From an optimization exercise on the open Yosys and OpenROAD flow, aimed at a short achievable clock period and few clock cycles; shortcuts taken in it are not production practice.

== 01-17 ==
## cpu_top
module cpu_top
(
  input  logic                   clk,
  input  logic                   reset,
  input  logic [16-1:0] instr_word,
  output logic [10-1:0]   iaddr,
  input  logic                   wb_ack_i,
  input  logic [16-1:0] wb_dat_i,
  output logic                   wb_cyc_o,
  output logic                   wb_stb_o,
  output logic                   wb_we_o,
  output logic [16-1:0]  wb_adr_o,
  output logic [16-1:0] wb_dat_o,
  output logic                   halted
);
  cpu_isa_pkg::instr_t    ir;
  logic [10-1:0]   pc_inc;
  logic                   stall;
  logic                   f_take;
  logic                   redirect;
  logic [10-1:0]   redirect_pc;
  logic                   d_ldi;
  logic                   d_sub;
  logic                   bus_start;
  logic                   bus_load;
  logic                   bus_we;
  logic [4:0]             e_op;
  logic                   e_inv;
  logic                   e_we;
  logic [4-1:0]  e_rd;
  logic                   w_zero;
  logic [4:0]             d_op;
  logic [16-1:0] zt_d;
  logic [16-1:0] zt_q;
  logic                   zx_q;
  logic                   e_zero;
  logic                   d_eqz;
  logic [16-1:0] e_y;
  ...
==> module cpu_control, before the edit <==
module cpu_control
(
  input  logic                    clk,
  input  logic                    reset,
  input  logic [16-1:0] instr_word,
  input  logic [10-1:0]    pc_inc,
  input  logic                    stall,
  input  logic                    w_zero,
  input  logic                    w_eqb,
  input  logic                    e_zero,
  input  logic                    e_exact,
  output logic                    f_take,
  output logic                    redirect,
  output logic [10-1:0]    redirect_pc,
  output logic [16-1:0] ir_o,
  output logic                    d_ldi,
  output logic                    d_sub,
  output logic [4:0]              d_op,
  output logic                    d_eqz,
  output logic [(1 << 4)-1:1]    d_sa,
  output logic [(1 << 4)-1:1]    d_sb,
  output logic                    d_fe_a,
  output logic                    d_fe_b,
  output logic                    d_fw_a,
  output logic                    d_fw_b,
  output logic                    bus_start,
  output logic                    bus_load,
  output logic                    bus_we,
  output logic [4:0]              e_op,
  output logic                    e_inv,
  output logic                    e_we,
  output logic [4-1:0]   e_rd,
  output logic                    halted
);
  cpu_isa_pkg::instr_t f_ins;
  cpu_isa_pkg::instr_t ir;
  assign f_ins = instr_word;
  assign ir_o  = ir;
  logic                 v_d;
  logic                 pred_d;
  logic [10-1:0] pcp1_d;
  logic                 e_sf;
  logic                 e_br;
  logic                 e_jz;
  logic                 e_pred;
  logic [10-1:0] e_tgt;
  logic [10-1:0] e_pcp1;
  logic                 w_sf;
  logic [11:0]          e_fld;
  logic [11:0]          w_fld;
  logic                 w_sub;
  logic [(1 << 4)-1:1] lp_eq;
  logic                 lp_hit;
  logic                 lp_zero;
  logic                 flag_q;
  logic                 flag_w;
  logic                 flag_e;
  logic d_alu;
  logic d_ld;
  logic d_st;
  logic d_halt;
  logic d_jz;
  logic d_jnz;
  logic d_cond;
  logic d_sf;
  logic d_we;
  logic d_known;
  logic d_take;
  logic red_d;
  logic e_take;
  logic red_e;
  logic d_go;
  logic f_jmp;
  logic f_jz;
  logic f_jnz;
  logic f_ldi;
  assign flag_w = w_sf ? w_zero : flag_q;
  assign d_alu  = (ir.opcode == cpu_isa_pkg::ADD) || (ir.opcode == cpu_isa_pkg::SUB) ||
                  (ir.opcode == cpu_isa_pkg::AND) || (ir.opcode == cpu_isa_pkg::OR)  ||
                  (ir.opcode == cpu_isa_pkg::XOR);
  assign d_ldi  = (ir.opcode == cpu_isa_pkg::LDI);
  assign d_sub  = (ir.opcode == cpu_isa_pkg::SUB);
  assign d_ld   = (ir.opcode == cpu_isa_pkg::LD);
  assign d_st   = (ir.opcode == cpu_isa_pkg::ST);
  assign d_halt = (ir.opcode == cpu_isa_pkg::HALT);
  assign d_jz   = (ir.opcode == cpu_isa_pkg::JZ);
  assign d_jnz  = (ir.opcode == cpu_isa_pkg::JNZ);
  assign d_cond = v_d && (d_jz || d_jnz);
  assign d_sf   = v_d && d_alu;
  assign d_we   = v_d && (d_alu || d_ldi || d_ld) && (ir.rd != '0);
  assign d_eqz = d_sub || (ir.opcode == cpu_isa_pkg::XOR);
  assign d_op = {ir.opcode == cpu_isa_pkg::XOR, ir.opcode == cpu_isa_pkg::OR,
                 ir.opcode == cpu_isa_pkg::AND, d_sub, ir.opcode == cpu_isa_pkg::ADD};
  assign e_take = e_jz ? w_zero : !w_zero;
  assign red_e  = e_br && (e_take != e_pred);
  assign flag_e = e_sf ? e_zero : flag_w;
  assign d_known = !e_sf || e_exact;
  assign d_take  = d_jz ? flag_e : !flag_e;
  assign red_d   = d_cond && d_known && (d_take != pred_d);
  assign d_go    = v_d && !red_e;
  assign redirect    = red_e || red_d;
  assign redirect_pc = red_e ? (e_take ? e_tgt : e_pcp1) :
                       (d_take ? ir[10-1:0] : pcp1_d);
  assign f_jmp   = (f_ins.opcode == cpu_isa_pkg::JMP);
  assign f_jz    = (f_ins.opcode == cpu_isa_pkg::JZ);
  assign f_jnz   = (f_ins.opcode == cpu_isa_pkg::JNZ);
  assign f_ldi   = (f_ins.opcode == cpu_isa_pkg::LDI);
  logic f_zero;
  logic f_lp_hit;
  logic f_lp_zero;
  always_comb
  begin
    f_lp_zero = 1'b0;
    for (int i = 1; i < (1 << 4); i++)
      if (f_ins.rd == i)
        f_lp_zero = lp_eq[i];
    f_lp_hit = (f_ins.opcode == cpu_isa_pkg::SUB) && (f_ins.ra == f_ins.rd);
  end
  always_ff @(posedge clk)
  begin
    if (!stall)
    begin
      lp_hit  <= f_lp_hit;
      lp_zero <= f_lp_zero;
    end
  end
  assign f_zero = d_sf ? (lp_hit && lp_zero) : (d_known && flag_e);
  assign f_take  = f_jmp || (f_jz && f_zero) || (f_jnz && !f_zero);
  assign bus_start = d_go && (d_ld || d_st);
  assign bus_load  = v_d && (d_ld || d_st);
  assign bus_we    = d_st;
  always_ff @(posedge clk)
  begin
    if (!stall)
    begin
      for (int i = 1; i < (1 << 4); i++)
      begin
        d_sa[i] <= (f_ins.ra == i);
        d_sb[i] <= (f_ins.rb == i);
      end
      d_fe_a <= d_we && (ir.rd == f_ins.ra) && !f_ldi;
      d_fe_b <= d_we && (ir.rd == f_ins.rb) && !f_ldi;
      d_fw_a <= e_we && (e_rd == f_ins.ra);
      d_fw_b <= e_we && (e_rd == f_ins.rb);
    end
  end
  always_ff @(posedge clk or posedge reset)
  begin
    if (reset)
    begin
      v_d    <= 1'b0;
      ir     <= '0;
      pred_d <= 1'b0;
      pcp1_d <= '0;
      e_we   <= 1'b0;
      e_sf   <= 1'b0;
      e_br   <= 1'b0;
      halted <= 1'b0;
    end
    else if (!stall)
    begin
      v_d    <= !(redirect || (v_d && d_halt) || halted);
      ir     <= f_ins;
      pred_d <= f_take;
      pcp1_d <= pc_inc;
      e_we   <= d_we && !red_e;
      e_sf   <= d_sf && !red_e;
      e_br   <= d_cond && !d_known && !red_e;
      halted <= halted || (d_go && d_halt);
    end
  end
  always_ff @(posedge clk)
  begin
    if (!stall)
    begin
      e_op   <= {d_ld, ir.opcode == cpu_isa_pkg::XOR, ir.opcode == cpu_isa_pkg::OR,
                 ir.opcode == cpu_isa_pkg::AND,
                 ir.opcode == cpu_isa_pkg::ADD || d_sub || d_ldi};
      e_inv  <= d_sub;
      e_rd   <= ir.rd;
      e_fld  <= ir[11:0];
      e_jz   <= d_jz;
      e_pred <= pred_d;
      e_tgt  <= ir[10-1:0];
      e_pcp1 <= pcp1_d;
    end
  end
  always_ff @(posedge clk)
    w_fld <= e_fld;
  always_ff @(posedge clk or posedge reset)
  begin
    if (reset)
      lp_eq <= '0;
    else if (w_sub && w_fld[7:4] == w_fld[11:8])
      for (int i = 1; i < (1 << 4); i++)
        if (w_fld[11:8] == i)
          lp_eq[i] <= w_eqb;
  end
  always_ff @(posedge clk or posedge reset)
  begin
    if (reset)
    begin
      w_sf   <= 1'b0;
      flag_q <= 1'b0;
      w_sub  <= 1'b0;
    end
    else
    begin
      w_sf  <= e_sf;
      w_sub <= e_sf && e_inv;
      if (w_sf)
        flag_q <= w_zero;
    end
  end
endmodule
==> flow/config.mk <==
export PLATFORM = sky130hd
export DESIGN_NAME = cpu_top
export DESIGN_NICKNAME = cpu_top
export VERILOG_FILES = /design/flow/design.v
export SDC_FILE = /design/flow/constraint.sdc
export NUM_CORES = 4
export LEC_CHECK = 0
export ABC_CLOCK_PERIOD_IN_PS = 2000
export CAP_MARGIN = 20
export CORE_MARGIN = 2
export CORE_UTILIZATION = 40
export SETUP_SLACK_MARGIN = 5
export SLEW_MARGIN = 20
export TNS_END_PERCENT = 100
==> flow/constraint.sdc <==
create_clock -name core_clock -period 7.0 [get_ports {clk}]
set_input_delay 1.4000 -clock core_clock [delete_from_list [all_inputs] [get_ports {clk}]]
set_output_delay 1.4000 -clock core_clock [all_outputs]
set_load 0.01 [all_outputs]
run.sh (not shown) runs the stock make flow with config.mk's settings and CLKGATE_MAP_FILE= SYNTH_SCRIPT=/design/flow/synth_recipe.tcl, a recipe that flattens the netlist after the stock synthesis.
Here is what was changed in the inputs of 06-28 compared with 01-17.
diff --git a/flow/design.v b/flow/design.v
--- a/flow/design.v
+++ b/flow/design.v
@@ -276,5 +276,7 @@
   logic [11:0]          w_fld;
   logic                 w_sub;
+  logic [(1 << 4)-1:1] lp_v;
   logic [(1 << 4)-1:1] lp_eq;
+  logic [4-1:0] lp_rb [1:(1 << 4)-1];
   logic                 lp_hit;
   logic                 lp_zero;
@@ -337,9 +339,13 @@
   always_comb
   begin
+    f_lp_hit  = 1'b0;
     f_lp_zero = 1'b0;
     for (int i = 1; i < (1 << 4); i++)
       if (f_ins.rd == i)
+      begin
+        f_lp_hit  = lp_v[i] && (lp_rb[i] == f_ins.rb);
         f_lp_zero = lp_eq[i];
-    f_lp_hit = (f_ins.opcode == cpu_isa_pkg::SUB) && (f_ins.ra == f_ins.rd);
+      end
+    f_lp_hit = f_lp_hit && (f_ins.opcode == cpu_isa_pkg::SUB) && (f_ins.ra == f_ins.rd);
   end
   always_ff @(posedge clk)
@@ -413,13 +419,22 @@
   end
   always_ff @(posedge clk)
+  begin
     w_fld <= e_fld;
+    if (w_sub && w_fld[7:4] == w_fld[11:8])
+      for (int i = 1; i < (1 << 4); i++)
+        if (w_fld[11:8] == i)
+        begin
+          lp_eq[i] <= w_eqb;
+          lp_rb[i] <= w_fld[3:0];
+        end
+  end
   always_ff @(posedge clk or posedge reset)
   begin
     if (reset)
-      lp_eq <= '0;
+      lp_v <= '0;
     else if (w_sub && w_fld[7:4] == w_fld[11:8])
       for (int i = 1; i < (1 << 4); i++)
         if (w_fld[11:8] == i)
-          lp_eq[i] <= w_eqb;
+          lp_v[i] <= 1'b1;
   end
   always_ff @(posedge clk or posedge reset)
### Flow results
The sequential cell area share of 06-28 is higher than that of 01-17.
What 06-28 reported for post-detailed-routing wire length has to be multiplied by 0.921 to get the figure for 01-17.
Summary of the comparison: post-synthesis mux area share is lower in 06-28, relative to 01-17.
Note that the final sequential cell count recorded for 06-28 amounts to 1.16 times the value seen in 01-17.
From 01-17 to 06-28 the numbers moved as follows: routability congestion estimate comparable; final worst setup slack moved down.
Against 01-17, sum of net half-perimeters after detailed placement in 06-28 rose by a little under 10%.
No run of this note included a check of the RTL's function; only the layout flow was run.

[what the ideal ports hide]
The flow's constraints put no driver on any port. The routed layouts listed below were extracted and timed again, unchanged, in two steps.
Step 1: set_driving_cell puts a clkbuf_16 on clk and a buf_2 on each other input, an assumption about the parent block.
Step 2 also shifts input and output timing later by t, the mid clock arrival at the registers, as if the neighbouring blocks saw the same clock.
Slacks: no drivers / after step 1 / after step 2; pairs: no drivers / after step 1.
run	t, ns	slack for setup (ns)	slew at the worst register clock pin (ns)	cell pins on the clock port's net
01-17	0.665	4.342 / 4.331 / 3.887	0.07 / 0.07	1
06-28	0.695	4.172 / 4.172 / 3.668	0.07 / 0.07	1
After both steps every run listed still meets setup and hold. The setup slack of 06-28, which loses most, moves by 0.000 ns with the drivers and by -0.504 ns with both steps.
